What follows belongs to an exercise in optimizing a design on an open flow for small area and a short achievable clock period; a production flow would make more cautious choices. Only simulation tests tie the RTL to the original design; equivalence was not proved. Power and IR drop assume default switching activity.

File: flow/run.sh
#!/bin/bash
# synth_recipe.tcl (not shown) runs the flow's synth.tcl, then flattens the netlist and writes it again
# the make line also repeats each setting of config.mk as NAME=value (left out here)
make -C /OpenROAD-flow-scripts/flow DESIGN_CONFIG=/design/flow/config.mk WORK_HOME=/design/flow/orfs CLKGATE_MAP_FILE= SYNTH_SCRIPT=/design/flow/synth_recipe.tcl finish
File: flow/config.mk
export PLATFORM = sky130hd
export DESIGN_NAME = mulTop
export DESIGN_NICKNAME = mulTop
export VERILOG_FILES = /design/flow/design.v
export SDC_FILE = /design/flow/constraint.sdc
export NUM_CORES = 4
export LEC_CHECK = 0
export CAP_MARGIN = 20
export CORE_MARGIN = 2
export CORE_UTILIZATION = 45
export SLEW_MARGIN = 20
File: flow/constraint.sdc
create_clock -name core_clock -period 6.0 [get_ports {mul_clk}]
set_input_delay 1.2000 -clock core_clock [delete_from_list [all_inputs] [get_ports {mul_clk}]]
set_output_delay 1.2000 -clock core_clock [all_outputs]
set_load 0.01 [all_outputs]
File: flow/design.v
`default_nettype none
package mulPkg;
  localparam int operandWidth = 32;
  localparam int extWidth = 34;
  localparam int productWidth = 64;
  localparam int treeCarryWidth = 14;
  typedef logic [operandWidth-1:0] operandT;
  typedef logic [extWidth-1:0] extOperandT;
  typedef logic [productWidth-1:0] productT;
  typedef logic [treeCarryWidth-1:0] columnCarryT;
endpackage
`default_nettype wire
`default_nettype none
package boothPkg;
  localparam int rowCount = 17;
  localparam int rowStep = 2;
  typedef logic [rowCount-1:0] columnT;
  typedef logic [2:0] boothWindowT;
  typedef enum logic [2:0] {
    zero     = 3'd0,
    plusOne  = 3'd1,
    plusTwo  = 3'd2,
    minusTwo = 3'd3,
    minusOne = 3'd4
  } boothDigitT;
endpackage
`default_nettype wire
`timescale 1ns/1ps
`default_nettype none
module boothRow (
  input  wire mulPkg::extOperandT   multiplicand,
  input  wire boothPkg::boothWindowT window,
  input  wire logic [5:0]            shift,
  output mulPkg::productT            row,
  output logic                       negCarry
);
  localparam int operandWidth = mulPkg::operandWidth;
  localparam int extWidth = mulPkg::extWidth;
  localparam int productWidth = mulPkg::productWidth;
  boothPkg::boothDigitT digit;
  mulPkg::extOperandT inverted;
  mulPkg::extOperandT chosen;
  logic [productWidth+operandWidth-1:0] spread;
  always_comb begin
    case (window)
      3'b001, 3'b010: digit = boothPkg::plusOne;
      3'b011:         digit = boothPkg::plusTwo;
      3'b100:         digit = boothPkg::minusTwo;
      3'b101, 3'b110: digit = boothPkg::minusOne;
      default:        digit = boothPkg::zero;
    endcase
    negCarry = (digit == boothPkg::minusOne) || (digit == boothPkg::minusTwo);
  end
  assign inverted = ~multiplicand;
  always_comb begin
    case (digit)
      boothPkg::plusOne:  chosen = multiplicand;
      boothPkg::plusTwo:  chosen = {multiplicand[extWidth-2:0], 1'b0};
      boothPkg::minusTwo: chosen = {inverted[extWidth-2:0], 1'b1};
      boothPkg::minusOne: chosen = inverted;
      default:  chosen = '0;
    endcase
  end
  assign spread = {{(productWidth-extWidth){chosen[extWidth-1]}}, chosen,
                   {operandWidth{negCarry}}} << shift;
  assign row = spread[productWidth+operandWidth-1:operandWidth];
endmodule
`default_nettype wire
`timescale 1ns/1ps
`default_nettype none
module boothArray (
  input  wire mulPkg::operandT x,
  input  wire mulPkg::operandT y,
  input  wire logic            mulSigned,
  output mulPkg::productT [boothPkg::rowCount-1:0] ppRows,
  output logic [boothPkg::rowCount-1:0] ppNegCarry
);
  localparam int operandWidth = mulPkg::operandWidth;
  localparam int extWidth = mulPkg::extWidth;
  localparam int rowCount = boothPkg::rowCount;
  localparam int rowStep = boothPkg::rowStep;
  mulPkg::extOperandT multiplicand;
  mulPkg::extOperandT multiplier;
  logic [extWidth:0] padded;
  mulPkg::productT [rowCount-1:0] rows;
  logic [rowCount-1:0] negCarry;
  assign multiplicand = mulSigned ? {{(extWidth-operandWidth){x[operandWidth-1]}}, x}
                                  : {{(extWidth-operandWidth){1'b0}}, x};
  assign multiplier   = mulSigned ? {{(extWidth-operandWidth){y[operandWidth-1]}}, y}
                                  : {{(extWidth-operandWidth){1'b0}}, y};
  assign padded = {multiplier, 1'b0};
  for (genvar i = 0; i < rowCount; i++) begin : gRow
    boothRow uRow (
      .multiplicand (multiplicand),
      .window       (padded[rowStep*i +: 3]),
      .shift        (6'(rowStep * i)),
      .row          (rows[i]),
      .negCarry     (negCarry[i])
    );
  end
  assign ppRows     = rows;
  assign ppNegCarry = negCarry;
endmodule
`default_nettype wire
`timescale 1ns/1ps
`default_nettype none
module wallaceColumn (
  input  wire boothPkg::columnT     column,
  input  wire mulPkg::columnCarryT  carryIn,
  output mulPkg::columnCarryT       carryOut,
  output logic                      carry,
  output logic                      sum
);
  localparam int treeCarryWidth = mulPkg::treeCarryWidth;
  localparam int rowCount = boothPkg::rowCount;
  logic [treeCarryWidth-1:0] s;
  function automatic logic [1:0] fullAdd(input logic a, input logic b, input logic c);
    logic sumBit;
    logic carryBit;
    sumBit   = a ^ b ^ c;
    carryBit = (a & b) | (a & c) | (b & c);
    fullAdd = {carryBit, sumBit};
  endfunction
  for (genvar k = 0; k < 5; k++) begin : gLevel0
    assign {carryOut[k], s[k]} = fullAdd(column[rowCount-1-3*k],
                                         column[rowCount-2-3*k],
                                         column[rowCount-3-3*k]);
  end
  assign {carryOut[5], s[5]} = fullAdd(s[0], s[1], s[2]);
  assign {carryOut[6], s[6]} = fullAdd(s[3], s[4], column[1]);
  assign {carryOut[7], s[7]} = fullAdd(column[0], carryIn[0], carryIn[1]);
  assign {carryOut[8], s[8]} = fullAdd(carryIn[2], carryIn[3], carryIn[4]);
  assign {carryOut[9], s[9]}   = fullAdd(s[5], s[6], s[7]);
  assign {carryOut[10], s[10]} = fullAdd(s[8], carryIn[5], carryIn[6]);
  assign {carryOut[11], s[11]} = fullAdd(s[9], s[10], carryIn[7]);
  assign {carryOut[12], s[12]} = fullAdd(carryIn[8], carryIn[9], carryIn[10]);
  assign {carryOut[13], s[13]} = fullAdd(s[11], s[12], carryIn[11]);
  assign {carry, sum} = fullAdd(s[13], carryIn[12], carryIn[13]);
endmodule
`default_nettype wire
`timescale 1ns/1ps
`default_nettype none
module wallaceTree (
  input  wire mulPkg::productT [boothPkg::rowCount-1:0] ppRows,
  input  wire logic [boothPkg::rowCount-1:0] ppNegCarry,
  output mulPkg::productT   sum,
  output mulPkg::productT   carry
);
  localparam int productWidth = mulPkg::productWidth;
  localparam int treeCarryWidth = mulPkg::treeCarryWidth;
  localparam int rowCount = boothPkg::rowCount;
  mulPkg::columnCarryT chain [productWidth+1];
  assign chain[0] = ppNegCarry[treeCarryWidth-1:0];
  for (genvar j = 0; j < productWidth; j++) begin : gCol
    boothPkg::columnT bits;
    for (genvar r = 0; r < rowCount; r++) begin : gBit
      assign bits[rowCount-1-r] = ppRows[r][j];
    end
    wallaceColumn uCol (
      .column   (bits),
      .carryIn  (chain[j]),
      .carryOut (chain[j+1]),
      .carry    (carry[j]),
      .sum      (sum[j])
    );
  end
endmodule
`default_nettype wire
`timescale 1ns/1ps
`default_nettype none
module finalStage (
  input  wire                mul_clk,
  input  wire                resetn,
  input  wire logic [boothPkg::rowCount-1:0] ppNegCarry,
  input  wire mulPkg::productT sum,
  input  wire mulPkg::productT carry,
  output mulPkg::productT    result
);
  localparam int productWidth = mulPkg::productWidth;
  localparam int treeCarryWidth = mulPkg::treeCarryWidth;
  mulPkg::productT sumReg;
  mulPkg::productT carryReg;
  logic    carryInReg;
  always_ff @(posedge mul_clk) begin
    if (!resetn) begin
      sumReg     <= '0;
      carryReg   <= '0;
      carryInReg <= 1'b0;
    end else begin
      sumReg     <= sum;
      carryReg   <= {carry[productWidth-2:0], ppNegCarry[treeCarryWidth]};
      carryInReg <= ppNegCarry[treeCarryWidth+1];
    end
  end
  assign result = sumReg + carryReg + mulPkg::productT'(carryInReg);
endmodule
`default_nettype wire
`timescale 1ns/1ps
`default_nettype none
module mulTop (
  input  wire                   mul_clk,
  input  wire                   resetn,
  input  wire logic             mulSigned,
  input  wire mulPkg::operandT  x,
  input  wire mulPkg::operandT  y,
  output mulPkg::productT       result
);
  localparam int rowCount = boothPkg::rowCount;
  mulPkg::productT treeSum;
  mulPkg::productT treeCarry;
  mulPkg::productT [rowCount-1:0] ppRows;
  logic [rowCount-1:0] ppNegCarry;
  boothArray uBooth (
    .x         (x),
    .y         (y),
    .mulSigned (mulSigned),
    .ppRows     (ppRows),
    .ppNegCarry (ppNegCarry)
  );
  wallaceTree uTree (
    .ppRows     (ppRows),
    .ppNegCarry (ppNegCarry),
    .sum   (treeSum),
    .carry (treeCarry)
  );
  finalStage uFinal (
    .mul_clk (mul_clk),
    .resetn  (resetn),
    .ppNegCarry (ppNegCarry),
    .sum     (treeSum),
    .carry   (treeCarry),
    .result  (result)
  );
endmodule
`default_nettype wire
==> results.sh <==
export IMPL_worstPathCellList="clkdlybuf4s50_1 -> buf_4 -> xor2_2 -> buf_4 -> a22oi_1 -> o21ai_0 -> fa_1 -> inv_1 -> fa_1 -> fa_1 -> inv_1 -> fa_1 -> fa_1 -> fa_1 -> and2_1"
export IMPL_ant_nets=0
export IMPL_finalCritPeriodShare_pct=97.2
export IMPL_arrival_ns=6.22
export IMPL_dieWidth_um=302
export IMPL_gp_congestion=0.974
export IMPL_synth_most_common_cell="fa_1"
export IMPL_finalHoldViolCount=0
export IMPL_htree_levels=4
export IMPL_min_period_ns=5.83
export IMPL_grt_pass1_wl_um=222000
export IMPL_areaGrowthSynthToFinish_pct=17.5
export IMPL_path_max_fanout=15
export IMPL_synth_cell_type_count=72
export IMPL_slew_viol_final=0
export IMPL_crit_slowest_cell="clkdlybuf4s50_1"
export IMPL_port_buffers=130
export IMPL_leakagePower_nw=20.9
export IMPL_wl_per_cell_um=23.9
export IMPL_grt_overflow_total=0
export IMPL_synth_top_flop_cell="dfxtp_1"
export IMPL_path_clk_slew_ns=0.08
export IMPL_synth_edff_count=0
export IMPL_ys_seq_area_share_pct=6.45
export IMPL_hpwlAfterDp_um=121000
export IMPL_crit_buf_inv=5
export IMPL_status="no timing/DRC/antenna violations"
export IMPL_ios=131
export IMPL_cts_buffers=17
export IMPL_criticalPathCategory="primary input to flip-flop"
export IMPL_grt_max_degree=67
export IMPL_rsz0062_at_grt="no"
export IMPL_rows=109
export IMPL_cts_tree="yes"
export IMPL_relSlewSlack_pct=36.8
export IMPL_crit_required_ns=6.39
export IMPL_antenna_found_initial=0
export IMPL_synth_seq_cells=129
export IMPL_maxCapViolCount=0
export IMPL_yosysWarnings=6
export IMPL_final_core_utilization_pct=53.3
export IMPL_synthArstFlopShare_pct=0
export IMPL_clk_path_buf_depth=2
export IMPL_die_y_um=302
export IMPL_setup_viol=0
export IMPL_end_kind="flip-flop"
export IMPL_cp_slowest_stage_delay_ns=0.56
export IMPL_totalWireLength_um=148000
export IMPL_core_sq_um=88200
export IMPL_fmax_ghz=0.171
export IMPL_pwr_share_clk_pct=3.6
export IMPL_p_sw_share_pct=50.5
export IMPL_hold_path_class="primary input to flip-flop"
export IMPL_vias=35190
export IMPL_power_frac_comb_pct=90.7
export IMPL_drive_above_1_share_pct=13.4
export IMPL_power_density_nw_per_um2=638
export IMPL_fin_cells=6200
export IMPL_antenna_cells=0
export IMPL_clkSinkCount=129
export IMPL_synth_top_area_share_pct=36.9
export IMPL_setup_tns_ns=0
export IMPL_critPathLaunchType="primary input"
export IMPL_drcViolationCount=0
export IMPL_gr_usage_all_layers_pct=32.7
export IMPL_p_sw_w=0.0152
export IMPL_die_area_sq_um=91400
export IMPL_grt_pass1_vias=33997
export IMPL_syn_area_per_cell_sq_um=8.31
export IMPL_intPower_w=0.0148
export IMPL_cp_common_cell="fa_1"
export IMPL_viasPerCell=5.68
export IMPL_drtIter0Drc=4177
export IMPL_firstDrtPassIters=6
export IMPL_synthTopCellsByArea="fa_1 37%, xnor2_1 8.4%, dfxtp_1 6.5%"
export IMPL_synth_common_cells="737 x fa_1, 627 x inv_1, 610 x nor2_1, 392 x clkbuf_1, 385 x xnor2_1"
export IMPL_syn_inst=4817
export IMPL_synth_top_area_cell="fa_1"
export IMPL_fin_nets=5912
export IMPL_seqPwrFrac_pct=5.7
export IMPL_crit_family="adder cells"
export IMPL_floorplan_initialDensity_pct=45.4
export IMPL_peakVddDrop_mv=0.441
export IMPL_placed_cells=6166
export IMPL_max_slew_worst_pin_slew_ns=0.938
export IMPL_hold_buffers=0
export IMPL_netlist_area_sq_um=40000
export IMPL_cts_root_buf="clkbuf_16"
metrics by stage:
| stage | worst slack (ns) | total power [W] | area, sq um | hold slack (ns) |
|---|---|---|---|---|
| after floorplan | -0.0383 | 0.0206 | 40700 | 1.47 |
| after global placement | -0.432 | 0.0279 | 46400 | 1.83 |
| after detailed placement | -0.489 | 0.0288 | 46400 | 1.84 |
| after CTS | 0.0205 | 0.0300 | 47000 | 1.30 |
| after global routing | 0.00185 | 0.0342 | 47000 | 1.36 |
| final | 0.168 | 0.0300 | 47000 | 1.33 |
power by group through the flow:
stage                     clock network [W]  logic [W]  registers (W)
final                               0.00107     0.0272        0.00172
after global routing                0.00112     0.0313        0.00173
after CTS                           0.00109     0.0272        0.00171
after detailed placement                  0     0.0271        0.00172
after global placement                    0     0.0262        0.00173
after floorplan                           0     0.0190        0.00162
cell usage in the layout, fill, tap and decap left out, types with 17 or more instances in the layout:
cell,synthesis,layout
and2_1,137,136
inv_1,627,621
dfxtp_1,129,129
o221ai_1,31,31
xor2_1,226,220
nor3_1,21,19
a221oi_1,23,23
ha_1,86,83
buf_4,2,384
nor2_1,610,598
clkbuf_16,0,17
buf_12,0,115
conb_1,2,32
o21bai_1,20,20
o21ai_0,260,259
a21oi_1,139,139
clkdlybuf4s50_1,0,78
a211oi_1,258,257
mux2i_1,31,31
nand2_1,187,183
fa_1,737,730
a21o_1,62,62
xnor2_1,385,373
buf_2,13,47
nand3_1,22,22
a22oi_1,158,158
final cells by class:
| cell class | instances | area, sq um |
|---|---|---|
| well taps | 1165 | 1460 |
| flip-flops and latches | 129 | 2580 |
| fillers | 8224 | 41200 |
| repair buffers | 629 | 6260 |
| clock buffers | 17 | 425 |
| multi-input cells | 3615 | 33800 |
| inverters | 630 | 2380 |
| clock inverters | 15 | 165 |
state kept, by name (all words and copies together) (netlist names):
register / flops
uFinal.carryInReg: 1
uFinal.carryReg: 64
uFinal.sumReg: 64
metal layers:
layer	share of wire (%)	track usage (%)
met5	0	0
met4	3.0	9.36
met3	11	7.66
met2	42	47.4
met1	44	48.5
path summary, 6_finish.rpt:
path | from | end | slack [ns] | depth (start not counted)
worst max-delay path | y[12] | uFinal.sumReg[28] | 0.17 | 15
worst min-delay path | resetn | uFinal.carryReg[7] | 1.33 | 2
repair_timing:
item / CTS / global route
buffers inserted: 0 / 1
resized for setup: 0 / 15
endpoints found under the setup margin: 0 / 88
cell families after synthesis:
family / share of synthesized area [%]
mux: 0.803
fa+ha+maj: 39.8
simple gates: 11.4
other cells: 0.0188
flops: 6.45
buf+inv: 10.4
compound gates: 17.6
xor+xnor: 13.5

-- port drivers added, routing unchanged --
The results above use ideal ports. As a check the final layout listed here was re-extracted and re-timed, cells and wires unchanged. Step 1 assumes that a clkbuf_16 drives the clock port and a buf_2 every other input. Step 2 also shifts input and output timing later by t, the mid clock arrival at the registers, as if the neighbouring blocks saw the same clock. Three values: no drivers, after step 1, after step 2; two values: the first two.
t (ns): 0.552
slack for setup (ns): 0.168 / 0.203 / -0.350
worst setup path after step 2: input to register
Met with ideal ports but missed after step 2: setup timing in this run. The setup slack of this run moves by +0.035 ns with the drivers and by -0.518 ns with both steps.
